What follows belongs to an exercise in optimizing a design on an open flow for small area and a short achievable clock period; a production flow would make more cautious choices.
Only simulation tests tie the RTL to the original design; equivalence was not proved.
Power and IR drop assume default switching activity.

==> flow/design.v <==
module inst_mem_responder #(
    parameter int MEM_WORDS = 256,
    parameter int MISS_LAT  = 4
) (
    input  logic        clk,
    input  logic        rst,
    input  logic [15:0] Addr,
    input  logic [15:0] DataIn,
    input  logic        Rd,
    input  logic        Wr,
    input  logic        createdump,
    output logic [15:0] DataOut,
    output logic        Done,
    output logic        Stall,
    output logic        CacheHit,
    output logic        err
);
    localparam int AW = $clog2(MEM_WORDS);
    localparam int CW = $clog2(MISS_LAT);
    localparam int NG = MEM_WORDS / 4;
    localparam int GW = AW - 2;
    logic          s_idle, s_fill, s_last, s_wr;
    logic [CW-1:0] cnt;
    logic [14:0]   lat_word;
    logic [15:0]   lat_data;
    logic [7:0]    line_vld;
    logic [11:0]   line_tag [8];
    logic [15:0]   line_dat [8];
    wire [2:0]     req_idx  = Addr[3:1];
    wire [11:0]    req_tag  = Addr[15:4];
    wire [2:0]     lat_idx  = lat_word[2:0];
    wire [11:0]    lat_tag  = lat_word[14:3];
    wire [AW-1:0]  lat_midx = lat_word[AW-1:0];
    wire           unused_createdump = createdump;
    wire           rd_ok    = Rd & ~Wr & ~Addr[0];
    wire           wr_ok    = Wr & ~Rd & ~Addr[0];
    logic          req_hit;
    logic [95:0]   tag_flat;
    logic [127:0]  dat_flat;
    for (genvar i = 0; i < 8; i++) begin : g_flat
        assign tag_flat[12*i +: 12] = line_tag[i];
        assign dat_flat[16*i +: 16] = line_dat[i];
    end
    imr_resp u_resp (
        .Addr(Addr), .Rd(Rd), .Wr(Wr), .rst(rst),
        .s_idle(s_idle), .s_fill(s_fill), .s_last(s_last), .s_wr(s_wr),
        .line_vld(line_vld), .tag_flat(tag_flat), .dat_flat(dat_flat), .lat_data(lat_data),
        .DataOut(DataOut), .Done(Done), .Stall(Stall), .CacheHit(CacheHit), .err(err),
        .req_hit(req_hit)
    );
    wire           wr_line  = line_vld[lat_idx] && (line_tag[lat_idx][AW-4:0] == lat_tag[AW-4:0]);
    wire           acc_rd   = s_idle & rd_ok & ~req_hit;
    wire           acc_wr   = s_idle & wr_ok;
    wire           wr_go    = rst & s_wr;
    logic [15:0]   slot0 [NG];
    logic [15:0]   slot1 [NG];
    logic [15:0]   slot2 [NG];
    logic [15:0]   slot3 [NG];
    logic [2:0]    ph;
    logic [1:0]    pv;
    logic [AW-1:0] pa [2];
    logic [15:0]   pd [2];
    logic [1:0]    pl;           
    logic [1:0]    pm;           
    logic [1:0]    ins;
    logic [2:0]    pq [2];       
    logic [15:0]   pdx [2];      
    always_comb begin
        for (int e = 0; e < 2; e++) begin
            pq[e]  = 3'({1'b0, pa[e][1:0]} + ph);
            pl[e]  = pv[e] & (pq[e][1:0] == 2'd3);
            pm[e]  = pv[e] & (pa[e] == lat_midx);
            pdx[e] = pd[e] ^ {16{pq[e][2]}};
        end
        ins[0] = wr_go & (~pv[0] | pl[0]);
        ins[1] = wr_go & ~(~pv[0] | pl[0]);
    end
    always_ff @(posedge clk) begin
        ph <= ph + 3'd1;
        for (int e = 0; e < 2; e++) begin
            if (ins[e]) begin
                pv[e] <= 1'b1;
                pa[e] <= lat_midx;
                pd[e] <= lat_data;
            end else if (pl[e] | (wr_go & pm[e])) begin
                pv[e] <= 1'b0;
            end
        end
    end
    for (genvar g = 0; g < NG; g++) begin : g_grp
        wire l0 = pl[0] & (pa[0][AW-1:2] == GW'(g));
        wire l1 = pl[1] & (pa[1][AW-1:2] == GW'(g));
        always_ff @(posedge clk) begin
            slot0[g] <= ~(({16{l0}} & pdx[0]) | ({16{l1}} & pdx[1]) | ({16{~(l0 | l1)}} & slot3[g]));
            slot1[g] <= slot0[g];
            slot2[g] <= slot1[g];
            slot3[g] <= slot2[g];
        end
    end
    wire [AW-1:0]  rd_addr  = s_idle ? Addr[AW:1] : lat_midx;
    wire [2:0]     rd_q     = 3'({1'b0, rd_addr[1:0]} + ph);
    wire           rd_in0   = (rd_q[1:0] == 2'd0);
    logic [15:0]   mem_rd;
    logic [15:0]   rd_val;
    always_comb begin
        mem_rd = 16'h0000;
        for (int g = 0; g < NG; g++)
            mem_rd = mem_rd | ({16{rd_addr[AW-1:2] == GW'(g)}} & slot0[g]);
        if (pv[0] && pa[0] == rd_addr)
            rd_val = pd[0];
        else if (pv[1] && pa[1] == rd_addr)
            rd_val = pd[1];
        else
            rd_val = mem_rd ^ {16{rd_q[2]}};
    end
    always_ff @(posedge clk) begin
        if (!rst) begin
            s_idle   <= 1'b1;
            s_fill   <= 1'b0;
            s_last   <= 1'b0;
            s_wr     <= 1'b0;
            cnt      <= '0;
            line_vld <= 8'h00;
        end else begin
            s_idle <= (s_idle & ~acc_rd & ~acc_wr) | s_last | s_wr;
            s_wr   <= acc_wr;
            if (acc_rd) begin
                s_fill <= 1'b1;
                s_last <= 1'b0;
                cnt    <= CW'(MISS_LAT - 2);
            end else if (s_fill) begin
                s_fill <= (cnt != '0);
                s_last <= (cnt == '0);
                cnt    <= cnt - 1'b1;
            end else begin
                s_last <= 1'b0;
            end
            if (s_last) line_vld[lat_idx] <= 1'b1;
        end
    end
    always_ff @(posedge clk) begin
        if (acc_rd | acc_wr) lat_word <= Addr[15:1];
        if (acc_wr)
            lat_data <= DataIn;
        else if ((s_idle | s_fill) && rd_in0)
            lat_data <= rd_val;
        if (rst && s_last) begin
            line_tag[lat_idx] <= lat_tag;
            line_dat[lat_idx] <= lat_data;
        end
        if (wr_go && wr_line)
            line_dat[lat_idx] <= lat_data;
    end
endmodule
module imr_resp (
    input  logic [15:0]  Addr,
    input  logic         Rd,
    input  logic         Wr,
    input  logic         rst,
    input  logic         s_idle,
    input  logic         s_fill,
    input  logic         s_last,
    input  logic         s_wr,
    input  logic [7:0]   line_vld,
    input  logic [95:0]  tag_flat,
    input  logic [127:0] dat_flat,
    input  logic [15:0]  lat_data,
    output logic [15:0]  DataOut,
    output logic         Done,
    output logic         Stall,
    output logic         CacheHit,
    output logic         err,
    output logic         req_hit
);
    wire [2:0]     req_idx  = Addr[3:1];
    wire [11:0]    req_tag  = Addr[15:4];
    wire           rd_ok    = Rd & ~Wr & ~Addr[0];
    wire           wr_ok    = Wr & ~Rd & ~Addr[0];
    wire           req_err  = (Rd & Wr) | ((Rd | Wr) & Addr[0]);
    logic [7:0]    line_m;
    for (genvar i = 0; i < 8; i++) begin : g_m
        imr_match #(.IDX(i)) u_m (.tag(tag_flat[12*i +: 12]), .vld(line_vld[i]), .req_idx(req_idx),
                       .req_tag(req_tag), .m(line_m[i]));
    end
    wire           g_rd     = rst & s_idle & rd_ok;
    always_comb begin
        req_hit = |line_m;
        DataOut = {16{rst & s_last}} & lat_data;
        for (int i = 0; i < 8; i++)
            DataOut = DataOut | ({16{line_m[i]}} & {16{g_rd}} & dat_flat[16*i +: 16]);
    end
    assign CacheHit = g_rd & req_hit;
    assign err      = rst & s_idle & req_err;
    assign Done     = rst & ((s_idle & (req_err | (rd_ok & req_hit))) | s_last | s_wr);
    assign Stall    = rst & ((s_idle & (wr_ok | (rd_ok & ~req_hit))) | s_fill);
endmodule
module imr_match #(
    parameter int IDX = 0
) (
    input  logic [11:0] tag,
    input  logic        vld,
    input  logic [2:0]  req_idx,
    input  logic [11:0] req_tag,
    output logic        m
);
    assign m = vld & (req_idx == 3'(IDX)) & (tag == req_tag);
endmodule
==> flow/flow/run.sh <==
#!/bin/bash
set -euo pipefail
export BUFFER_PORTS_ARGS="-buffer_cell sky130_fd_sc_hd__buf_4"
export CTS_ARGS="-sink_clustering_enable -repair_clock_nets -dont_use_dummy_load -buf_list sky130_fd_sc_hd__clkbuf_8 -sink_clustering_size 16 -sink_clustering_max_diameter 45"
bash standard.sh > flow_make.log 2>&1
==> flow/standard.sh <==
#!/bin/bash
# synth_recipe.tcl (not shown) runs the flow's synth.tcl, then flattens the netlist and writes it again
# the make line also repeats each setting of config.mk as NAME=value (left out here)
make -C /OpenROAD-flow-scripts/flow DESIGN_CONFIG=/design/flow/config.mk WORK_HOME=/design/flow/orfs CLKGATE_MAP_FILE= SYNTH_SCRIPT=/design/flow/synth_recipe.tcl "${@:-finish}"
==> flow/config.mk <==
export PLATFORM = sky130hd
export DESIGN_NAME = inst_mem_responder
export DESIGN_NICKNAME = inst_mem_responder
export VERILOG_FILES = /design/flow/design.v
export SDC_FILE = /design/flow/constraint.sdc
export NUM_CORES = 4
export LEC_CHECK = 0
export CAP_MARGIN = 25
export CORE_MARGIN = 2
export CORE_UTILIZATION = 40
export GPL_TIMING_DRIVEN = 0
export SETUP_SLACK_MARGIN = 2.0
export SLEW_MARGIN = 20
export SYNTH_HIERARCHICAL = 1
export SYNTH_MEMORY_MAX_BITS = 8192
==> flow/constraint.sdc <==
create_clock -name core_clock -period 6.0 [get_ports {clk}]
set_input_delay 1.2000 -clock core_clock [delete_from_list [all_inputs] [get_ports {clk}]]
set_output_delay 1.2000 -clock core_clock [all_outputs]
set_load 0.01 [all_outputs]
==> results of run 1 <==
-- path summary, 6_finish.rpt --
| path | endpoint | start | depth (start not counted) |
|---|---|---|---|
| max | lat_data[1] | lat_word[7] | 13 |
| min | slot2[45][3] | slot1[45][3] | 0 |
| max reg2reg | lat_data[1] | lat_word[7] | 13 |
| min reg2reg | slot2[45][3] | slot1[45][3] | 0 |
-- routing by layer --
metal	part of all wire [%]	vias to the layer above
li1	-	34160
met1	41	43190
met2	41	5930
met3	12	1339
met4	5.8	34
met5	0.034	-
-- critical path, cell delays in order (launching register included) --
cell	delay [ps]
edfxtp_1	460
buf_6	180
or3b_1	170
buf_6	160
a222oi_1	150
buf_4	190
buf_2	160
buf_4	200
buf_12	180
a221oi_4	650
and4_4	410
nand4_1	880
mux2i_1	440
nand2_1	90
-- area by class of cell --
cell class,count,area (sq um),share of cell area [%]
flip-flops and latches,4421,91540,65.92
clock buffers,457,6290,4.529
repair buffers,520,5296,3.814
plain buffers,657,4064,2.926
diodes,55,137.6,0.09911
well taps,3919,4903,3.531
multi-input cells,3849,26580,19.14
inverters,15,56.30,0.04055
-- cell usage after synthesis (all sizes together) (25+ instances only) --
cell type  instances  area share, %
a21oi           1061            4.5
nor2              49           0.16
nor4              54           0.36
a32oi             92           0.68
edfxtp           303            7.7
o21ai             65           0.27
dfxtp           4118             70
buf              131           0.59
xnor2            158            1.2
o22ai           1035            5.5
a221o             25           0.21
and2              75           0.40
a22o              83           0.62
nand2            275           0.88
a22oi            209            1.3
a221oi            57           0.43
mux2i             29           0.25
nand4             78           0.41
a21boi            98           0.62
a222oi            42           0.35
nor3              29           0.12
clkbuf           526            1.7
a32o              49           0.41
nand3            115           0.49
-- metrics by stage --
stage,area (sq um),setup TNS [ps]
floorplan,118500,0
global placement,123800,-82130
detailed placement,127900,-8558
CTS,137600,0
global route,138700,0
finish,138900,0
-- power breakdown --
part	internal, uW	leakage, uW	switching [uW]	total [uW]
Sequential	29800	0.0371	94.4	29900
Combinational	610	0.0122	1510	2120
Clock	6720	0.00329	9720	16400
Total	37100	0.0525	11300	48400
-- Yosys stat by module (local to each module, per instance), a selection --
module	cells	area, sq um	times used	flip-flops and latches
inst_mem_responder	8665	116300	1	4421
imr_resp	133	952.2	1	0
-- timing repair --
item                                    CTS  global route
endpoints found under the setup margin  973           619
hold buffers                              0             0
pin swaps                               129            87
gates resized for setup                 623           278
setup buffers                            91            43
cloned                                    2             2
-- kinds of logic (layout without fill, tap and decap cells) --
group / after synthesis / count (layout) / synth area share [%]
fa+ha+maj: 12 / 12 / 0.1457
xor+xnor: 174 / 174 / 1.286
buf+inv: 672 / 1649 / 2.308
compound gates: 2857 / 2857 / 15.15
flops: 4421 / 4421 / 77.26
mux: 40 / 40 / 0.4541
other cells: 0 / 55 / 0
simple gates: 766 / 766 / 3.395
-- flip-flops by register name (all words and copies together) (netlist names), named ones only --
name / cells
slot0: 1024
slot1: 1024
slot2: 1024
slot3: 1024
line_dat: 128
line_tag: 96
pd: 32
lat_data: 16
pa: 16
lat_word: 15
line_vld: 8
ph: 3
cnt: 2
pv: 2
s_fill: 1
s_idle: 1
s_last: 1
s_wr: 1
-- cells in the final DEF (no fill, tap or decap), types with 18 or more instances in the layout --
cell      instances
clkbuf_4         26
a21oi_1        1060
buf_4           253
a221oi_1         36
buf_8            40
nor3_2           18
diode_2          55
nand2_2          56
clkbuf_2        125
clkbuf_1        341
mux2i_1          29
a222oi_1         42
and2_0           19
xnor2_2          37
buf_1            21
buf_6           155
a32o_1           45
a22oi_2          67
xnor2_1         121
edfxtp_1        303
nand3_1         106
o21ai_0          36
a32oi_1          70
a21boi_0         98
nand4_1          78
a221o_1          24
a22oi_1         142
nor2_1           24
a22o_1           65
nand2_1         210
buf_12           59
buf_2           101
o22ai_1        1029
nor4_1           19
and2_1           53
nor4_4           22
o21ai_1          18
clkbuf_8        470
dfxtp_1        4117
buf_16           27
==> results.tsv, run 1 <==
metric	value	unit
vias in the first global route	78080	
drt total wl	608800	microns
Pins Over Slew Limit	0	
worst endpoint required time	6890	ps
Cell variety after synth	67	
Post-synth ARST share	0	%
H-tree level count	5	
Max VDD drop	197.1	uV
Gate Count Post-Synth	8942	
Post-synth top flop	dfxtp_1	
CTS Buffer Depth	4	
Skew-Pair Late Insertion Delay	1250	ps
initial drt markers	13030	
FF-to-FF setup slack	1350	ps
Die Wd	548.2	microns
pre-CTS setup slack	-1048	ps
Clock Skew	185.3	ps
Ys Warns	16	
largest net degree at the start of global routing	23	
fill count	26460	
Syn Std Cell Area	118500	sq um
GPL Wtd Cong	1.058	
hold_ws	241.5	ps
final net count	9970	
DRC	0	
Initial Util	40.26	%
final core occ	47.18	%
final setup fails	0	
core footprint	294300	sq um
Startpoint Class	register	
Avg Inst Size Synth	13.25	sq um
Max FO, Critical Path	8	
die area	300600	sq um
global-route track usage on met2	56.35	%
register area share after synthesis	77.26	%
DR WL/cell	43.82	microns
critical path arrival	5540	ps
WS Path Type	register to register	
Reg clk slew, reported paths	70	ps
# IOs	57	
via/cell ratio	6.094	
pwr dens	348.7	nW/um^2
outcome	no timing/DRC/antenna violations	
FF+latch count, synth	4421	
Post-Syn Nets	8991	
min cycle time layout	4650	ps
clock root buffer master	clkbuf_8	
initial antenna violation count	86	
overall power	48430	uW
Post-synth EDFFs	303	
total CTS buffers	457	
row count	199	
DIE HEIGHT	548.2	microns
GRT Util Overall	39.34	%
drt first pass iters	14	
grt total ovfl	0	
first-pass GRT wire length	772700	microns
dpl cells	13240	
period utilization	77.50	%
CP Capture Type	register	
final antenna-violating net count	0	
Non-Filler Instances	13890	
Peak Freq	0.2151	GHz
Fin. Hold Viols	0	
TritonCTS clock tree	built	
worst hold path class	register to register	
P&R area growth vs syn	17.21	%
Worst Tran Pin Value	1355	ps
CTS Sinks	4421	
Top Usage Layer GRT	met2	
Leakage	0.05254	uW
IO Port Bufs	55	
RSZ-0062 raised after global routing	true	
vias	84660	
setup ws final	1350	ps
share of layout cells above drive strength 1	16.78	%
slew margin rel.	9.636	%
max-cap viol count	0	
Final HPWL DP	467300	microns
GRT met1 Usage	52.88	%
Global Route met3 Usage	13.54	%
==> run 2, diff against run 1 <==
==> flow/flow/run.sh (replaced) <==
#!/bin/bash
set -euo pipefail
export BUFFER_PORTS_ARGS="-buffer_cell sky130_fd_sc_hd__buf_4"
export CTS_ARGS="-sink_clustering_enable -repair_clock_nets -dont_use_dummy_load -buf_list sky130_fd_sc_hd__clkbuf_8 -sink_clustering_size 20 -sink_clustering_max_diameter 40"
bash standard.sh > flow_make.log 2>&1
--- a/flow/config.mk
+++ b/flow/config.mk
@@ -5,10 +5,9 @@
 export SDC_FILE = /design/flow/constraint.sdc
 export NUM_CORES = 4
 export LEC_CHECK = 0
-export CAP_MARGIN = 25
+export CAP_MARGIN = 20
 export CORE_MARGIN = 2
 export CORE_UTILIZATION = 40
-export GPL_TIMING_DRIVEN = 0
 export SETUP_SLACK_MARGIN = 2.0
 export SLEW_MARGIN = 20
 export SYNTH_HIERARCHICAL = 1
==> results.tsv, run 2 <==
metric	value	unit	change
outcome	no timing/DRC/antenna violations		
Reg clk slew, reported paths	90	ps	+20 ps
period utilization	73.10	%	-4.4 points
Initial Util	40.26	%	unchanged
critical path arrival	5190	ps	-350 ps
FF-to-FF setup slack	1610	ps	+260 ps
core footprint	294300	sq um	unchanged
FF+latch count, synth	4421		unchanged
initial drt markers	13740		+5.4%
via/cell ratio	6.231		+2.3%
Worst setup endpoint	lat_data[11]		
drt first pass iters	10		-4
drt total wl	503800	microns	-17%
DRC	0		unchanged
first-pass GRT wire length	664600	microns	-14%
CP Capture Type	register		
most frequent cells in the layout	dfxtp_1, a21oi_1, o22ai_1		
Clock Skew	199.2	ps	+13.95 ps
final instance area	133900	sq um	-3.6%
Final HPWL DP	307000	microns	-34%
dpl cells	12720		-3.9%
Placed Area	125800	sq um	-1.6%
CTS Buffer Depth	4		unchanged
CTS Sinks	4421		unchanged
Post-synth ARST share	0	%	unchanged
vias	82580		-2.5%
most common library cell in the layout ignoring fill and taps	dfxtp_1		
Worst Tran Pin Value	1275	ps	-80.06 ps
pwr dens	354.7	nW/um^2	+1.7%
Ys Warns	16		unchanged
Peak Freq	0.2280	GHz	+6.0%
Post-CTS Hold Buffers	0		unchanged
Leakage	0.05020	uW	-4.5%
clock root buffer master	clkbuf_8		
max-cap viol count	0		unchanged
Synth top area share	69.58	%	unchanged
Max FO, Critical Path	30		+22
final net count	9367		-6.0%
total CTS buffers	435		-4.8%
reg2reg start	lat_word[5]		
Gate Count Post-Synth	8942		unchanged
setup ws final	1614	ps	+263.9 ps
grt total ovfl	0		unchanged
Post-Syn Nets	8991		unchanged
vias in the first global route	78170		+0.12%
IO Port Bufs	55		unchanged
Die Wd	548.2	microns	unchanged
Syn Std Cell Area	118500	sq um	unchanged
hold_ws	189.6	ps	-51.83 ps
Avg Inst Size Synth	13.25	sq um	unchanged
DR WL/cell	38.02	microns	-13%
top post-synthesis cells by area	dfxtp_1, edfxtp_1, o22ai_1		
Setup TNS	0	ps	unchanged
largest net degree at the start of global routing	65		+180%
slew margin rel.	14.32	%	+4.7 points
Synth area leader	dfxtp_1		
TritonCTS clock tree	built		
worst endpoint required time	6800	ps	-90 ps
Post-synth top flop	dfxtp_1		
pre-CTS setup slack	294.4	ps	+1342 ps
Fin. Hold Viols	0		unchanged
RSZ-0062 raised after global routing	true		
Worst Reg-to-Reg Cells	13		unchanged
Post-synth EDFFs	303		unchanged
register area share after synthesis	77.26	%	unchanged
final setup fails	0		unchanged
worst hold path class	register to register		
row count	199		unchanged
die area	300600	sq um	unchanged
CP Launch Point	lat_word[5]		
P&R area growth vs syn	12.99	%	
top post-synthesis cells by count	dfxtp_1, a21oi_1, o22ai_1		
Cell variety after synth	67		unchanged
# IOs	57		unchanged
Max VDD drop	189.6	uV	-3.8%
min cycle time layout	4386	ps	-263.9 ps
GPL Wtd Cong	1.044		-1.3%
most common cell in the netlist	dfxtp_1		
H-tree level count	5		unchanged
Skew-Pair Late Insertion Delay	1230	ps	-20 ps
reg2reg end	lat_data[11]		
initial antenna violation count	54		-37%
Non-Filler Instances	13250		-4.6%
share of layout cells above drive strength 1	14.12	%	-2.7 points
WS Path Type	register to register		
DIE HEIGHT	548.2	microns	unchanged
GRT Util Overall	32.20	%	-7.1 points
Pins Over Slew Limit	0		unchanged
Startpoint Class	register		
final antenna-violating net count	0		unchanged
-- run 2: cell counts after synthesis --
No cell type changed its count.
-- run 2: critical path: stages (launching register included) --
cell and delay (ps):
edfxtp_1 520, nand3b_1 200, buf_12 140, buf_4 130, buf_4 180, nand2_1 100
buf_12 180, a32o_2 360, a221oi_2 190, nand4_1 720, nor4_4 830, buf_4 220
mux2i_1 180, nand2_1 70
-- run 2: final cells by class --
| type | count | area (sq um) |
|---|---|---|
| fillers | 26380 | 160400 |
| diodes | 18 | 45.04 |
| inverters | 15 | 56.30 |
| flip-flops and latches | 4421 | 91540 |
| clock buffers | 435 | 5987 |
| well taps | 3919 | 4903 |
| repair buffers | 594 | 5727 |
| multi-input cells | 3851 | 25600 |
-- run 2: per-layer routing --
metal	vias to the layer above	global-route usage [%]	part of all wire, %
li1	32850	-	-
met1	40950	40.84	37
met2	7042	44.30	40
met3	1717	13.26	15
met4	22	22.08	8.5
met5	-	0.9497	0.11
-- run 2: worst min-delay path by stage --
| stage | from | endpoint | slack (ps) | cells after the start |
|---|---|---|---|---|
| after floorplan | slot1[0][0] | slot2[0][0] | 310 | 0 |
| after global routing | slot1[28][10] | slot2[28][10] | 190 | 0 |
| final | slot1[28][10] | slot2[28][10] | 190 | 0 |
| after detailed placement | slot2[25][0] | slot3[25][0] | 310 | 0 |
| after global placement | slot2[30][4] | slot3[30][4] | 310 | 0 |
| after CTS | slot1[28][10] | slot2[28][10] | 180 | 0 |
-- run 2: report_power, final --
group	switching [uW]	leakage (uW)	internal [uW]
registers	101	0.0371	29800
clock network	9410	0.00313	6410
logic	1240	0.00998	552
-- run 2: stage by stage --
| step | utilization, % | power (uW) |
|---|---|---|
| detailed placement | 42.76 | 32060 |
| CTS | 45.05 | 47260 |
| floorplan | - | 31090 |
| global route | 45.47 | 48570 |
| global placement | 42.74 | 32050 |
| finish | 45.49 | 47480 |
-- run 2: modules after synthesis (local to each module, per instance), excerpt --
| module | cells inside | cell area (sq um) | times used |
|---|---|---|---|
| inst_mem_responder | 8665 | 116300 | 1 |
| imr_resp | 133 | 952.2 | 1 |
-- run 2: cell families after synthesis --
kind of cell	Yosys count	share of synthesized area [%]
buffers and inverters	672	2.308
and+or+nand+nor	766	3.395
xor gates and xnor gates	174	1.286
AOI/OAI and AO/OA	2857	15.15
DFF	4421	77.26
adders and majority gates	12	0.1457
muxes	40	0.4541
-- run 2: timing repair --
item,in CTS,in global routing
endpoints found under the setup margin,35,107
resized for setup,114,141
buffers inserted,20,49
pin swaps,23,61
gates cloned,5,7
hold endpoints to repair,0,0
==> run 3, diff against run 2 <==
--- a/flow/design.v
+++ b/flow/design.v
@@ -23,6 +23,8 @@
     logic [CW-1:0] cnt;
     logic [14:0]   lat_word;
     logic [15:0]   lat_data;
+    logic          lat_inv;
+    wire  [15:0]   lat_val  = lat_data ^ {16{lat_inv}};
     logic [7:0]    line_vld;
     logic [11:0]   line_tag [8];
     logic [15:0]   line_dat [8];
@@ -44,7 +46,7 @@
     imr_resp u_resp (
         .Addr(Addr), .Rd(Rd), .Wr(Wr), .rst(rst),
         .s_idle(s_idle), .s_fill(s_fill), .s_last(s_last), .s_wr(s_wr),
-        .line_vld(line_vld), .tag_flat(tag_flat), .dat_flat(dat_flat), .lat_data(lat_data),
+        .line_vld(line_vld), .tag_flat(tag_flat), .dat_flat(dat_flat), .lat_data(lat_val),
         .DataOut(DataOut), .Done(Done), .Stall(Stall), .CacheHit(CacheHit), .err(err),
         .req_hit(req_hit)
     );
@@ -100,18 +102,27 @@
     wire [AW-1:0]  rd_addr  = s_idle ? Addr[AW:1] : lat_midx;
     wire [2:0]     rd_q     = 3'({1'b0, rd_addr[1:0]} + ph);
     wire           rd_in0   = (rd_q[1:0] == 2'd0);
+    logic [16*NG-1:0] slot0_flat;
+    for (genvar g = 0; g < NG; g++) begin : g_s0
+        assign slot0_flat[16*g +: 16] = slot0[g];
+    end
     logic [15:0]   mem_rd;
+    imr_read #(.NG(NG), .GW(GW)) u_read (
+        .s_idle(s_idle), .req_grp(Addr[AW:3]), .lat_grp(lat_midx[AW-1:2]), .slot0_flat(slot0_flat),
+        .rd(mem_rd)
+    );
     logic [15:0]   rd_val;
-    always_comb begin
-        mem_rd = 16'h0000;
-        for (int g = 0; g < NG; g++)
-            mem_rd = mem_rd | ({16{rd_addr[AW-1:2] == GW'(g)}} & slot0[g]);
+    logic          rd_inv;
+    always_comb begin
+        rd_inv = 1'b0;
         if (pv[0] && pa[0] == rd_addr)
             rd_val = pd[0];
         else if (pv[1] && pa[1] == rd_addr)
             rd_val = pd[1];
-        else
-            rd_val = mem_rd ^ {16{rd_q[2]}};
+        else begin
+            rd_val = mem_rd;
+            rd_inv = rd_q[2];
+        end
     end
     always_ff @(posedge clk) begin
         if (!rst) begin
@@ -140,13 +151,16 @@
     end
     always_ff @(posedge clk) begin
         if (acc_rd | acc_wr) lat_word <= Addr[15:1];
-        if (acc_wr)
+        if (acc_wr) begin
             lat_data <= DataIn;
-        else if ((s_idle | s_fill) && rd_in0)
+            lat_inv  <= 1'b0;
+        end else if ((s_idle | s_fill) && rd_in0) begin
             lat_data <= rd_val;
+            lat_inv  <= rd_inv;
+        end
         if (rst && s_last) begin
             line_tag[lat_idx] <= lat_tag;
-            line_dat[lat_idx] <= lat_data;
+            line_dat[lat_idx] <= lat_val;
         end
         if (wr_go && wr_line)
             line_dat[lat_idx] <= lat_data;
@@ -205,3 +219,19 @@
 );
     assign m = vld & (req_idx == 3'(IDX)) & (tag == req_tag);
 endmodule
+module imr_read #(
+    parameter int NG = 64,
+    parameter int GW = 6
+) (
+    input  logic             s_idle,
+    input  logic [GW-1:0]    req_grp,
+    input  logic [GW-1:0]    lat_grp,
+    input  logic [16*NG-1:0] slot0_flat,
+    output logic [15:0]      rd
+);
+    always_comb begin
+        rd = 16'h0000;
+        for (int g = 0; g < NG; g++)
+            rd = rd | ({16{s_idle ? (req_grp == GW'(g)) : (lat_grp == GW'(g))}} & slot0_flat[16*g +: 16]);
+    end
+endmodule
--- a/flow/config.mk
+++ b/flow/config.mk
@@ -8,7 +8,7 @@
 export CAP_MARGIN = 20
 export CORE_MARGIN = 2
 export CORE_UTILIZATION = 40
-export SETUP_SLACK_MARGIN = 2.0
+export SETUP_SLACK_MARGIN = 2.4
 export SLEW_MARGIN = 20
 export SYNTH_HIERARCHICAL = 1
 export SYNTH_MEMORY_MAX_BITS = 8192
==> results.tsv, run 3 <==
metric	value	unit	change
Top cell by count, worst path	buf_12		
CP max stage delay	340	ps	-490 ps
reg2reg start	s_idle		
Synth top area share	69.39	%	-0.20 points
worst hold path class	register to register		
DR WL/cell	39.32	microns	+3.4%
CTS Sinks	4422		+0.023%
top post-synthesis cells by area	dfxtp_1, edfxtp_1, o22ai_1		
Post-synth top flop	dfxtp_1		
via/cell ratio	6.293		+0.98%
Cell variety after synth	73		+9.0%
CP Capture Type	primary output		
Startpoint Class	input pin		
# IOs	57		unchanged
Post-synth EDFFs	303		unchanged
setup ws final	1713	ps	+99.28 ps
most frequent cells in the layout	dfxtp_1, a21oi_1, o22ai_1		
DRC	0		unchanged
Clock Skew	180.8	ps	-18.37 ps
RSZ-0062 raised after global routing	true		
cell chain of the critical path	buf_12, buf_12, xnor2_1, nand4_1, nor4_4, buf_12, a22oi_1, nand4_1, a22o_2, buf_4		
Syn Std Cell Area	118800	sq um	+0.31%
Ys Warns	17		+1
WS Path Type	input pin to primary output		
top post-synthesis cells by count	dfxtp_1, a21oi_1, o22ai_1		
grt total ovfl	0		unchanged
die area	301500	sq um	+0.31%
P&R area growth vs syn	15.57	%	
Max FO, Critical Path	17		-43%
H-tree level count	5		unchanged
Leakage	0.05193	uW	+3.4%
Reg clk slew, reported paths	90	ps	about the same
drt first pass iters	13		+3
pwr dens	348.9	nW/um^2	-1.6%
DIE HEIGHT	549.1	microns	+0.15%
row count	200		+0.50%
worst endpoint required time	4800	ps	-2000 ps
Worst Tran Pin Value	1283	ps	+7.607 ps
IO Port Bufs	55		unchanged
Pins Over Slew Limit	0		unchanged
Die Wd	549.1	microns	+0.15%
pre-CTS setup slack	638.3	ps	+344.0 ps
final setup fails	0		unchanged
initial antenna violation count	41		-24%
Post-Syn Nets	9004		+0.14%
vias in the first global route	79130		+1.2%
largest net degree at the start of global routing	65		unchanged
slew margin rel.	14.00	%	-0.32 points
GPL Wtd Cong	1.072		+2.7%
Skew-Pair Late Insertion Delay	1150	ps	-80 ps
CTS Buffer Depth	4		unchanged
most common cell in the netlist	dfxtp_1		
critical path arrival	3090	ps	-2100 ps
outcome	no timing/DRC/antenna violations		
most common library cell in the layout ignoring fill and taps	dfxtp_1		
initial drt markers	14190		+3.3%
Worst Reg-to-Reg Cells	16		+3
Max VDD drop	219.0	uV	+16%
min cycle time layout	4287	ps	-99.28 ps
final net count	9586		+2.3%
Initial Util	40.11	%	-0.15 points
Avg Inst Size Synth	13.27	sq um	+0.16%
Peak Freq	0.2333	GHz	+2.3%
Post-synth ARST share	0	%	unchanged
GRT Util Overall	33.62	%	+1.4 points
Final HPWL DP	326000	microns	+6.2%
Synth area leader	dfxtp_1		
drt total wl	530600	microns	+5.3%
core footprint	296300	sq um	+0.67%
period utilization	71.45	%	-1.7 points
clock root buffer master	clkbuf_8		
TritonCTS clock tree	built		
Gate Count Post-Synth	8955		+0.15%
register area share after synthesis	77.04	%	-0.22 points
reg2reg end	lat_data[6]		
final antenna-violating net count	0		unchanged
Fin. Hold Viols	0		unchanged
first-pass GRT wire length	689700	microns	+3.8%
Worst setup endpoint	DataOut[12]		
vias	84930		+2.8%
Setup TNS	0	ps	unchanged
share of layout cells above drive strength 1	17.02	%	+2.9 points
max-cap viol count	0		unchanged
FF-to-FF setup slack	1720	ps	+110 ps
fill count	26350		-0.11%
CP max stage cell	nor4_4		
CP Launch Point	Addr[4]		
total CTS buffers	445		+2.3%
FF+latch count, synth	4422		+0.023%
[run 3: changes by cell type after synthesis, sizes merged, moves of 23 or more]
cell | before | now
o21ai | 65 | 42
a32oi | 92 | 128
a21oi | 1061 | 1031
a221o | 25 | 0
a22o | 83 | 38
a22oi | 209 | 290
a21boi | 98 | 73
a221oi | 57 | 23
clkbuf | 526 | 414
buf | 131 | 236
[run 3: timing repair]
action / 4_1_cts / 5_1_grt
pin swaps: 25 / 139
gates cloned: 5 / 11
resized for setup: 143 / 336
setup endpoints to repair: 397 / 122
hold buffers: 0 / 0
buffers inserted: 48 / 169
[run 3: worst min path at each step]
stage / from / to / slack, ps / cells after the start
6_report: slot2[10][15] / slot3[10][15] / 220 / 0
5_1_grt: slot2[10][15] / slot3[10][15] / 200 / 0
4_1_cts: slot2[10][15] / slot3[10][15] / 210 / 0
3_5_place_dp: slot1[11][6] / slot2[11][6] / 310 / 0
3_3_place_gp: slot2[36][10] / slot3[36][10] / 310 / 0
2_1_floorplan: slot1[0][0] / slot2[0][0] / 310 / 0
[run 3: layout make-up]
cell class,count,area (sq um),area share (%)
repair buffers,778,7961,5.797
clock buffers,445,6125,4.459
diodes,23,57.56,0.04190
well taps,3939,4928,3.588
inverters,16,60.06,0.04373
flip-flops and latches,4422,91560,66.66
multi-input cells,3874,26650,19.41
[run 3: cell families after synthesis]
logic type | share of synthesized area (%)
simple gates | 3.655
xor+xnor | 1.642
mux | 0.4622
compound gates | 14.63
buf+inv | 2.417
fa+ha+maj | 0.1453
flops | 77.04
[run 3: where the power goes]
part,switching [uW],leakage (uW),internal [uW]
registers,84.5,0.0371,29800
clock network,9500,0.00320,6550
logic,1330,0.0116,679
[run 3: per-stage QoR]
| step | utilization (%) | area [sq um] | hold slack (ps) | power (uW) | instances |
|---|---|---|---|---|---|
| finish | 46.36 | 137300 | 222.3 | 47920 | 13500 |
| global route | 46.34 | 137300 | 201.1 | 48950 | 13480 |
| CTS | 45.14 | 133800 | 206.7 | 47470 | 13290 |
| detailed placement | 42.70 | 126500 | 312.1 | 32070 | 12800 |
| global placement | 42.65 | 126400 | 309.6 | 32060 | 12790 |
| floorplan | - | 118900 | 309.6 | 31080 | 8955 |
[run 3: modules after synthesis, one instance, submodules excluded, excerpt]
module | area, sq um | cells | copies in the design
imr_resp | 952.2 | 133 | 1
inst_mem_responder | 109000 | 7533 | 1
[run 3: per-layer routing]
layer  global-route usage [%]  vias to the layer above  wire length (microns)
met4                    23.88                       14                  44800
met3                    13.42                     1865                  76860
met2                    46.54                     7332                 211000
li1                         -                    33290                      -
met5                        0                        -                    207
met1                    42.43                    42430                 197800
[run 3: worst max-delay path, delay by kind of cell]
kind | cells | cell delay (ps)
compound gates | 2 | 270
xor+xnor | 1 | 250
simple gates | 3 | 680
buf+inv | 4 | 620
==> run 4, diff against run 3 <==
--- a/flow/config.mk
+++ b/flow/config.mk
@@ -8,7 +8,7 @@
 export CAP_MARGIN = 20
 export CORE_MARGIN = 2
 export CORE_UTILIZATION = 40
-export SETUP_SLACK_MARGIN = 2.4
+export SETUP_SLACK_MARGIN = 2.0
 export SLEW_MARGIN = 20
 export SYNTH_HIERARCHICAL = 1
 export SYNTH_MEMORY_MAX_BITS = 8192
==> results.tsv, run 4 <==
metric	value	unit	change
outcome	no timing/DRC/antenna violations		
GPL Wtd Cong	1.068		-0.42%
Clock Skew	194.9	ps	+14.05 ps
final setup fails	0		unchanged
top post-synthesis cells by count	dfxtp_1, a21oi_1, o22ai_1		
core footprint	296300	sq um	unchanged
total CTS buffers	442		-0.67%
Initial Util	40.11	%	unchanged
drt total wl	508700	microns	-4.1%
IO Port Bufs	55		unchanged
clock root buffer master	clkbuf_8		
via/cell ratio	6.258		-0.54%
Post-synth ARST share	0	%	unchanged
DIE HEIGHT	549.1	microns	unchanged
fill count	26700		+1.3%
FF-to-FF setup slack	1750	ps	+30 ps
Global Route met3 Usage	14.38	%	+0.96 points
register area share after synthesis	77.04	%	unchanged
DR WL/cell	38.36	microns	-2.4%
Worst Tran Pin Value	1252	ps	-30.80 ps
Post-synth EDFFs	303		unchanged
DRC	0		unchanged
Startpoint Class	register		
Skew-Pair Late Insertion Delay	1140	ps	about the same
slew margin rel.	16.21	%	+2.2 points
footprint of the multi-input gates	25680	sq um	-3.6%
worst endpoint required time	6750	ps	+1950 ps
Cell variety after synth	73		unchanged
initial antenna violation count	42		+2.4%
top post-synthesis cells by area	dfxtp_1, edfxtp_1, o22ai_1		
CTS Sinks	4422		unchanged
vias	83000		-2.3%
Synth top area share	69.39	%	unchanged
Leakage	0.05013	uW	-3.5%
Pins Over Slew Limit	0		unchanged
final net count	9352		-2.4%
WS Path Type	register to register		
Max FO, Critical Path	18		+1
share of layout cells above drive strength 1	13.46	%	-3.6 points
GRT Util Overall	32.53	%	-1.1 points
Seq. cell area	91560	sq um	about the same
Syn Std Cell Area	118800	sq um	unchanged
vias in the first global route	78760		-0.47%
CTS Buffer Depth	4		unchanged
Top Usage Layer GRT	met2		
Avg Inst Size Synth	13.27	sq um	unchanged
Reg clk slew, reported paths	90	ps	about the same
Die Wd	549.1	microns	unchanged
most common library cell in the layout ignoring fill and taps	dfxtp_1		
final core occ	45.09	%	-1.3 points
global-route track usage on met2	44.45	%	-2.1 points
Post-synth top flop	dfxtp_1		
Final HPWL DP	307500	microns	-5.7%
Gate Count Post-Synth	8955		unchanged
grt total ovfl	0		unchanged
Post-CTS Hold Buffers	0		unchanged
# IOs	57		unchanged
Setup TNS	0	ps	unchanged
Max VDD drop	204.4	uV	-6.7%
period utilization	70.87	%	-0.57 points
CP Capture Type	register		
die area	301500	sq um	unchanged
TritonCTS clock tree	built		
initial drt markers	14660		+3.2%
most common cell in the netlist	dfxtp_1		
final antenna-violating net count	0		unchanged
P&R area growth vs syn	12.42	%	
Peak Freq	0.2352	GHz	+0.81%
Synth area leader	dfxtp_1		
RSZ-0062 raised after global routing	true		
Ys Warns	17		unchanged
drt first pass iters	14		+1
pwr dens	355.9	nW/um^2	+2.0%
GRT met1 Usage	40.37	%	-2.1 points
worst hold path class	register to register		
FF+latch count, synth	4422		unchanged
most frequent cells in the layout	dfxtp_1, a21oi_1, o22ai_1		
critical path arrival	5000	ps	+1910 ps
max-cap viol count	0		unchanged
largest net degree at the start of global routing	65		unchanged
first-pass GRT wire length	671700	microns	-2.6%
min cycle time layout	4252	ps	-34.41 ps
Post-Syn Nets	9004		unchanged
H-tree level count	5		unchanged
Fin. Hold Viols	0		unchanged
row count	200		unchanged
run 4: cell counts after synthesis:
No cell type changed its count.
run 4: timing repair:
action	4_1_cts	5_1_grt
endpoints found under the setup margin	35	58
gates resized for setup	117	85
pin swaps	48	29
setup buffers	16	28
cloned	4	3
run 4: layout make-up:
type	instances	share of cell area, %
sequential	4422	68.53
multi-input combinational	3869	19.22
clock buffer	442	4.553
timing repair buffer	552	3.914
tap	3939	3.689
inverter	16	0.04495
antenna	23	0.04308
run 4: metrics by stage:
step | worst slack (ps) | power [uW] | instances | hold WS [ps] | area, sq um
2_1_floorplan | 1609 | 31080 | 8955 | 309.6 | 118800
3_3_place_gp | 713.9 | 32040 | 12740 | 309.6 | 126000
3_5_place_dp | 704.2 | 32040 | 12750 | 312.1 | 126000
4_1_cts | 1771 | 47300 | 13210 | 210.6 | 132800
5_1_grt | 1672 | 48590 | 13250 | 221.1 | 133600
6_report | 1748 | 47540 | 13260 | 219.2 | 133600
run 4: per-module statistics from Yosys, one instance, submodules excluded, a selection:
module	flops+latches	cells inside	copies in the design
inst_mem_responder	4422	7533	1
imr_resp	0	133	1
run 4: kinds of logic after synthesis:
group                      Yosys count  share of synthesized area, %
AOI/OAI and AO/OA                 2777                         14.63
xor gates and xnor gates           204                         1.642
adders and majority gates           12                        0.1453
buffers and inverters              666                         2.417
DFF                               4422                         77.04
muxes                               42                        0.4622
and+or+nand+nor                    832                         3.655
run 4: worst paths after layout:
check,start,end,depth (start not counted)
worst min-delay path,slot1[9][9],slot2[9][9],0
worst max register to register,s_idle,lat_data[11],13
worst min register to register,slot1[9][9],slot2[9][9],0
worst max-delay path,s_idle,lat_data[11],13
run 4: critical path: stages (launching register included):
cell      delay (ps)
dfxtp_4          400
buf_12           170
nand3b_2         420
nand2_1          170
buf_4            330
buf_4            280
nand4_1          120
nand4_1          360
nor4_2           400
buf_4            200
nand4_1          460
buf_4            340
mux2i_2          200
a211oi_2          90
run 4: routing by layer:
layer	routed length, microns	part of all wire [%]
met1	187100	37
met2	199600	39
met3	76720	15
met4	44940	8.8
met5	432	0.085
run 4: where the power goes:
part	leakage, uW	switching [uW]	total [uW]	internal, uW
combinational	0.00983	1250	1750	502
clock	0.00318	9420	15900	6510
sequential	0.0371	81.9	29900	29800
total	0.0501	10800	47500	36800
==> run 5, diff against run 4 <==
==> flow/flow/run.sh (replaced) <==
#!/bin/bash
set -euo pipefail
export BUFFER_PORTS_ARGS="-buffer_cell sky130_fd_sc_hd__buf_4"
export CTS_ARGS="-sink_clustering_enable -repair_clock_nets -dont_use_dummy_load -buf_list sky130_fd_sc_hd__clkbuf_8 -sink_clustering_size 18 -sink_clustering_max_diameter 55"
bash standard.sh > flow_make.log 2>&1
==> results.tsv, run 5 <==
metric	value	unit	change
outcome	no timing/DRC/antenna violations		
top post-synthesis cells by area	dfxtp_1, edfxtp_1, o22ai_1		
Post-synth top flop	dfxtp_1		
Placed Area	126000	sq um	unchanged
final net count	9261		-0.97%
Leakage	0.04955	uW	-1.2%
Final HPWL DP	307500	microns	unchanged
pwr dens	342.1	nW/um^2	-3.9%
fill count	26680		-0.060%
H-tree level count	5		unchanged
largest net degree at the start of global routing	65		unchanged
Syn Std Cell Area	118800	sq um	unchanged
Synth area leader	dfxtp_1		
clock root buffer master	clkbuf_8		
vias in the first global route	77440		-1.7%
CP Launch Point	s_idle		
GPL Wtd Cong	1.068		unchanged
Post-synth ARST share	0	%	unchanged
# IOs	57		unchanged
most common cell in the netlist	dfxtp_1		
Max FO, Critical Path	20		+2
Startpoint Class	register		
TritonCTS clock tree	built		
worst endpoint required time	6710	ps	-40 ps
most common library cell in the layout ignoring fill and taps	dfxtp_1		
initial antenna violation count	40		-4.8%
FF+latch count, synth	4422		unchanged
CP max stage cell	nor4_4		
vias	82550		-0.54%
max-cap viol count	0		unchanged
Max VDD drop	207.3	uV	+1.4%
most frequent cells in the layout	dfxtp_1, a21oi_1, o22ai_1		
slew margin rel.	15.69	%	-0.52 points
drt total wl	510000	microns	+0.24%
IO Port Bufs	55		unchanged
DR WL/cell	38.73	microns	+0.98%
CTS Buffer Depth	4		unchanged
CTS Sinks	4422		unchanged
final antenna-violating net count	0		unchanged
worst hold path class	register to register		
Post-CTS Hold Buffers	0		unchanged
CP max stage delay	550	ps	+90 ps
Skew-Pair Late Insertion Delay	1080	ps	-60 ps
initial drt markers	15070		+2.8%
DIE HEIGHT	549.1	microns	unchanged
share of layout cells above drive strength 1	12.90	%	-0.56 points
HP Start	slot1[19][14]		
Top cell by count, worst path	buf_12		
Peak Freq	0.2311	GHz	-1.7%
FF-to-FF setup slack	1670	ps	-70 ps
critical path arrival	5040	ps	+40 ps
Die Wd	549.1	microns	unchanged
GRT Util Overall	32.38	%	-0.15 points
Cell variety after synth	73		unchanged
hold_ws	236.9	ps	+17.69 ps
cell chain of the critical path	buf_12, buf_12, buf_4, nand3b_4, a222oi_1, buf_12, a22oi_1, nand2_1, nor4_4, nand4_1, mux2i_1, a211oi_2		
row count	200		unchanged
Avg Inst Size Synth	13.27	sq um	unchanged
final instance area	132600	sq um	-0.73%
RSZ-0062 raised after global routing	true		
Worst setup endpoint	lat_data[12]		
drt first pass iters	15		+1
Gate Count Post-Synth	8955		unchanged
top post-synthesis cells by count	dfxtp_1, a21oi_1, o22ai_1		
Post-synth EDFFs	303		unchanged
die area	301500	sq um	unchanged
via/cell ratio	6.270		+0.19%
Worst Tran Pin Value	1251	ps	-0.7798 ps
grt total ovfl	0		unchanged
Clock Skew	151.2	ps	-43.74 ps
Post-Syn Nets	9004		unchanged
min cycle time layout	4327	ps	+74.02 ps
Ys Warns	17		unchanged
reg2reg end	lat_data[12]		
Reg clk slew, reported paths	100	ps	about the same
DRC	0		unchanged
final setup fails	0		unchanged
WS Path Type	register to register		
CP Capture Type	register		
first-pass GRT wire length	667500	microns	-0.62%
pre-CTS setup slack	704.2	ps	unchanged
period utilization	72.11	%	+1.2 points
register area share after synthesis	77.04	%	unchanged
Setup TNS	0	ps	unchanged
core footprint	296300	sq um	unchanged
Fin. Hold Viols	0		unchanged
Pins Over Slew Limit	0		unchanged
Synth top area share	69.39	%	unchanged
Worst Reg-to-Reg Cells	12		-1
total CTS buffers	313		-29%
reg2reg start	s_idle		
setup ws final	1673	ps	-74.02 ps
final core occ	44.77	%	-0.33 points
Initial Util	40.11	%	unchanged
P&R area growth vs syn	11.61	%	
run 5: cell count changes in the layout (fill, tap and decap cells not counted), moves of 6 or more:
| cell | delta |
|---|---|
| clkbuf_8 | -129 |
| buf_6 | +19 |
| a22oi_1 | -14 |
| a22oi_2 | +14 |
| xnor2_1 | -7 |
| diode_2 | -6 |
run 5: worst min path at each step:
stage / end / slack (ps) / cells after the start
6_report: slot2[19][14] / 240 / 0
5_1_grt: slot1[36][12] / 250 / 0
4_1_cts: slot1[36][12] / 220 / 0
3_5_place_dp: slot3[14][4] / 310 / 0
3_3_place_gp: slot3[49][2] / 310 / 0
2_1_floorplan: slot2[0][0] / 310 / 0
run 5: per-stage QoR:
step	std cells	total power (uW)
global route	13150	46340
global placement	12740	32040
finish	13170	45370
CTS	13090	45050
floorplan	8955	31080
detailed placement	12750	32040
run 5: kinds of logic after synthesis:
group,share of synthesized area [%]
compound gates,14.63
xor+xnor,1.642
mux,0.4622
simple gates,3.655
flops,77.04
buf+inv,2.417
fa+ha+maj,0.1453
run 5: worst max-delay path: cells and delay by family (launching register included):
kind	cells	cell delay, ps
AOI/OAI and AO/OA	3	770
buffers and inverters	4	700
DFF	1	400
muxes	1	400
and+or+nand+nor	4	1720
run 5: area by class of cell:
cell class / count / area, sq um / area share [%]
Antenna cell: 17 / 42.54 / 0.03207
Tap cell: 3939 / 4928 / 3.716
Sequential cell: 4422 / 91560 / 69.03
Clock buffer: 313 / 4308 / 3.248
Timing Repair Buffer: 589 / 5813 / 4.383
Multi-Input combinational cell: 3870 / 25920 / 19.54
Inverter: 16 / 60.06 / 0.04528
run 5: report_power, final:
group          internal (uW)  total (uW)  switching [uW]
registers              29800       29900            80.7
logic                    532        1810            1270
clock network           4710       13700            9010
total                  35000       45400           10400
run 5: per-layer routing:
layer	vias to the layer above	part of all wire (%)	global-route usage [%]
met1	41120	37	40.55
met5	-	0.078	0.2216
met4	32	8.8	22.98
li1	32590	-	-
met3	1760	15	13.74
met2	7046	40	44.54
run 5: what timing repair did:
action,4_1_cts,5_1_grt
pin swaps,49,77
buffers inserted,23,49
resized for setup,130,147
hold endpoints to repair,0,0
endpoints found under the setup margin,35,63
gates cloned,7,10
run 5: Yosys stat by module (local to each module, per instance), excerpt:
module,flops+latches,area (sq um)
inst_mem_responder,4422,109000
imr_resp,0,952.2
==> run 6, diff against run 5 <==
--- a/flow/config.mk
+++ b/flow/config.mk
@@ -8,7 +8,7 @@
 export CAP_MARGIN = 20
 export CORE_MARGIN = 2
 export CORE_UTILIZATION = 40
-export SETUP_SLACK_MARGIN = 2.0
+export SETUP_SLACK_MARGIN = 1.8
 export SLEW_MARGIN = 20
 export SYNTH_HIERARCHICAL = 1
 export SYNTH_MEMORY_MAX_BITS = 8192
==> results.tsv, run 6 <==
metric	value	unit	change
outcome	no timing/DRC/antenna violations		
worst endpoint required time	6940	ps	+230 ps
Post-synth ARST share	0	%	unchanged
RSZ-0062 raised after global routing	true		
IO Port Bufs	55		unchanged
# IOs	57		unchanged
DRC	0		unchanged
logic gate share of total power	3.8	%	-0.2 points
most common library cell in the layout ignoring fill and taps	dfxtp_1		
Reg clk slew, reported paths	100	ps	about the same
Post-synth top flop	dfxtp_1		
CP max stage cell	nor2_1		
register area share after synthesis	77.04	%	unchanged
Setup TNS	0	ps	unchanged
clock root buffer master	clkbuf_8		
Switch Pwr	10280	uW	-0.77%
Avg Inst Size Synth	13.27	sq um	unchanged
Gate Count Post-Synth	8955		unchanged
CTS Buffer Depth	4		unchanged
Post-synth EDFFs	303		unchanged
initial antenna violation count	38		-5.0%
Sw Ratio	22.72	%	-0.11 points
Worst Tran Pin Value	1375	ps	+123.7 ps
grt total ovfl	0		unchanged
slew margin rel.	7.986	%	-7.7 points
Die Wd	549.1	microns	unchanged
drt first pass iters	14		-1
most common cell in the netlist	dfxtp_1		
vias	82010		-0.66%
clock group share of total power	30.2	%	about the same
final setup fails	0		unchanged
H-tree level count	5		unchanged
Sequential Power Share	66.0	%	+0.2 points
top post-synthesis cells by count	dfxtp_1, a21oi_1, o22ai_1		
Post-Syn Nets	9004		unchanged
top post-synthesis cells by area	dfxtp_1, edfxtp_1, o22ai_1		
GRT Util Overall	32.28	%	-0.096 points
Max VDD drop	204.8	uV	-1.2%
Skew-Pair Late Insertion Delay	1070	ps	about the same
Synth area leader	dfxtp_1		
Max FO, Critical Path	16		-20%
TritonCTS clock tree	built		
Initial Util	40.11	%	unchanged
final antenna-violating net count	0		unchanged
first-pass GRT wire length	665700	microns	-0.26%
vias in the first global route	77260		-0.22%
WS Path Type	register to register		
CP Capture Type	register		
CP delay by family, top	simple AND/OR/NAND/NOR gates		
Post-CTS Hold Buffers	0		unchanged
final net count	9211		-0.54%
Startpoint Class	register		
Ys Warns	17		unchanged
Cell variety after synth	73		unchanged
Leakage	0.04907	uW	-0.96%
critical path arrival	5420	ps	+380 ps
share of layout cells above drive strength 1	11.66	%	-1.2 points
period utilization	74.63	%	+2.5 points
drt total wl	504600	microns	-1.0%
Final HPWL DP	307500	microns	unchanged
max-cap viol count	0		unchanged
Synth top area share	69.39	%	unchanged
total CTS buffers	313		unchanged
via/cell ratio	6.251		-0.30%
Fin. Hold Viols	0		unchanged
FF+latch count, synth	4422		unchanged
largest net degree at the start of global routing	65		unchanged
die area	301500	sq um	unchanged
most frequent cells in the layout	dfxtp_1, a21oi_1, o22ai_1		
setup ws final	1522	ps	-151.4 ps
P&R area growth vs syn	10.60	%	
pre-CTS setup slack	704.2	ps	unchanged
min cycle time layout	4478	ps	+151.4 ps
row count	200		unchanged
core footprint	296300	sq um	unchanged
CTS Sinks	4422		unchanged
Clock Skew	151.0	ps	-0.1750 ps
Peak Freq	0.2233	GHz	-3.4%
worst hold path class	register to register		
GPL Wtd Cong	1.068		unchanged
initial drt markers	14080		-6.6%
CP max stage delay	1130	ps	+580 ps
Internal	34960	uW	-0.14%
cell chain of the critical path	nand2_1, nor2_1, nand2_1, buf_4, and2_1, buf_4, a21oi_1		
DR WL/cell	38.46	microns	-0.69%
DIE HEIGHT	549.1	microns	unchanged
Pins Over Slew Limit	0		unchanged
pwr dens	344.2	nW/um^2	+0.63%
Syn Std Cell Area	118800	sq um	unchanged
number of buffer and inverter stages on the critical path	2		-2
[run 6: cell counts after synthesis]
Identical to the previous run, type by type.
[run 6: power groups by stage]
stage	registers (uW)	clock network (uW)	logic [uW]
after floorplan	30500	0	598
after global placement	30500	0	1510
after detailed placement	30500	0	1520
after CTS	29800	13600	1550
after global routing	29900	14700	1670
final	29900	13700	1720
[run 6: kinds of logic after synthesis]
group	share of synthesized area [%]
buffers and inverters	2.417
xor gates and xnor gates	1.642
adders and majority gates	0.1453
DFF	77.04
and+or+nand+nor	3.655
muxes	0.4622
AOI/OAI and AO/OA	14.63
[run 6: worst paths after layout]
kind / from / end / slack, ps / depth (start not counted)
worst max-delay path: pa[0][3] / slot0[7][14] / 1520 / 7
worst min register to register: slot1[19][14] / slot2[19][14] / 240 / 0
worst max register to register: pa[0][3] / slot0[7][14] / 1520 / 7
worst min-delay path: slot1[19][14] / slot2[19][14] / 240 / 0
[run 6: what timing repair did]
action                     4_1_cts  5_1_grt
setup endpoints to repair       34       27
cloned                           2        4
pin swaps                       27       38
setup buffers                   16       16
resized for setup               83       60
[run 6: cell type report]
class	count	area, sq um
antenna	20	50.05
clock buffer	313	4308
fill	26770	164900
inverter	16	60.06
multi-input combinational	3868	25450
sequential	4422	91560
tap	3939	4928
timing repair buffer	541	5077
[run 6: modules after synthesis, one instance, submodules excluded, a selection]
module | times used | flip-flops and latches
imr_resp | 1 | 0
inst_mem_responder | 1 | 4422
[run 6: worst reg2reg max path, delay by kind of cell (launching register included)]
kind / cells / cell delay, ps
buf+inv: 2 / 680
simple gates: 4 / 2510
compound gates: 1 / 280
flops: 1 / 990
[run 6: per-layer routing]
metal / share of wire, % / global-route usage [%] / wire, microns / vias to the layer above
met2: 39 / 44.31 / 199100 / 7072
li1: - / - / - / 32470
met3: 15 / 13.44 / 73630 / 1675
met1: 37 / 40.61 / 187300 / 40760
met5: 0.17 / 1.203 / 880 / -
met4: 8.7 / 22.88 / 43720 / 30
[run 6: stage by stage]
step                hold WS, ps  area (sq um)  power [uW]  utilization [%]  std cells
floorplan                 309.6        118800       31080                -       8955
global placement          309.6        126000       32040            42.51      12740
detailed placement        312.1        126000       32040            42.52      12750
CTS                       219.1        130800       45030            44.15      13080
global route              242.9        131400       46250            44.34      13100
finish                    239.2        131400       45240            44.36      13120

-- static timing again, ports no longer ideal --
In the flow no input, the clock included, has a driving cell. The finished layouts below were timed again as built, in two steps. Step 1, drivers: a clkbuf_16 drives clk and a buf_2 each remaining input, both assumed. Step 2 also shifts input and output timing later by t, the mid clock arrival at the registers, as if the neighbouring blocks saw the same clock. Three values: ideal, step 1, step 2; two values: the first two.
run	t, ns	slack for setup (ns)	slew at the worst register clock pin (ns)
run 1	1.246	1.350 / 1.319 / 0.310	0.11 / 0.11
run 2	1.234	1.614 / 1.610 / 0.545	0.11 / 0.11
run 3	1.149	1.713 / 1.666 / 0.877	0.12 / 0.12
run 4	1.139	1.748 / 1.725 / 0.744	0.12 / 0.12
run 5	1.095	1.673 / 1.673 / 0.794	0.12 / 0.12
run 6	1.088	1.522 / 1.522 / 0.588	0.12 / 0.12
After both steps setup and hold are still met in every run listed. For run 2, which loses most, drivers alone change the setup slack by -0.004 ns; drivers and shift together by -1.069 ns.
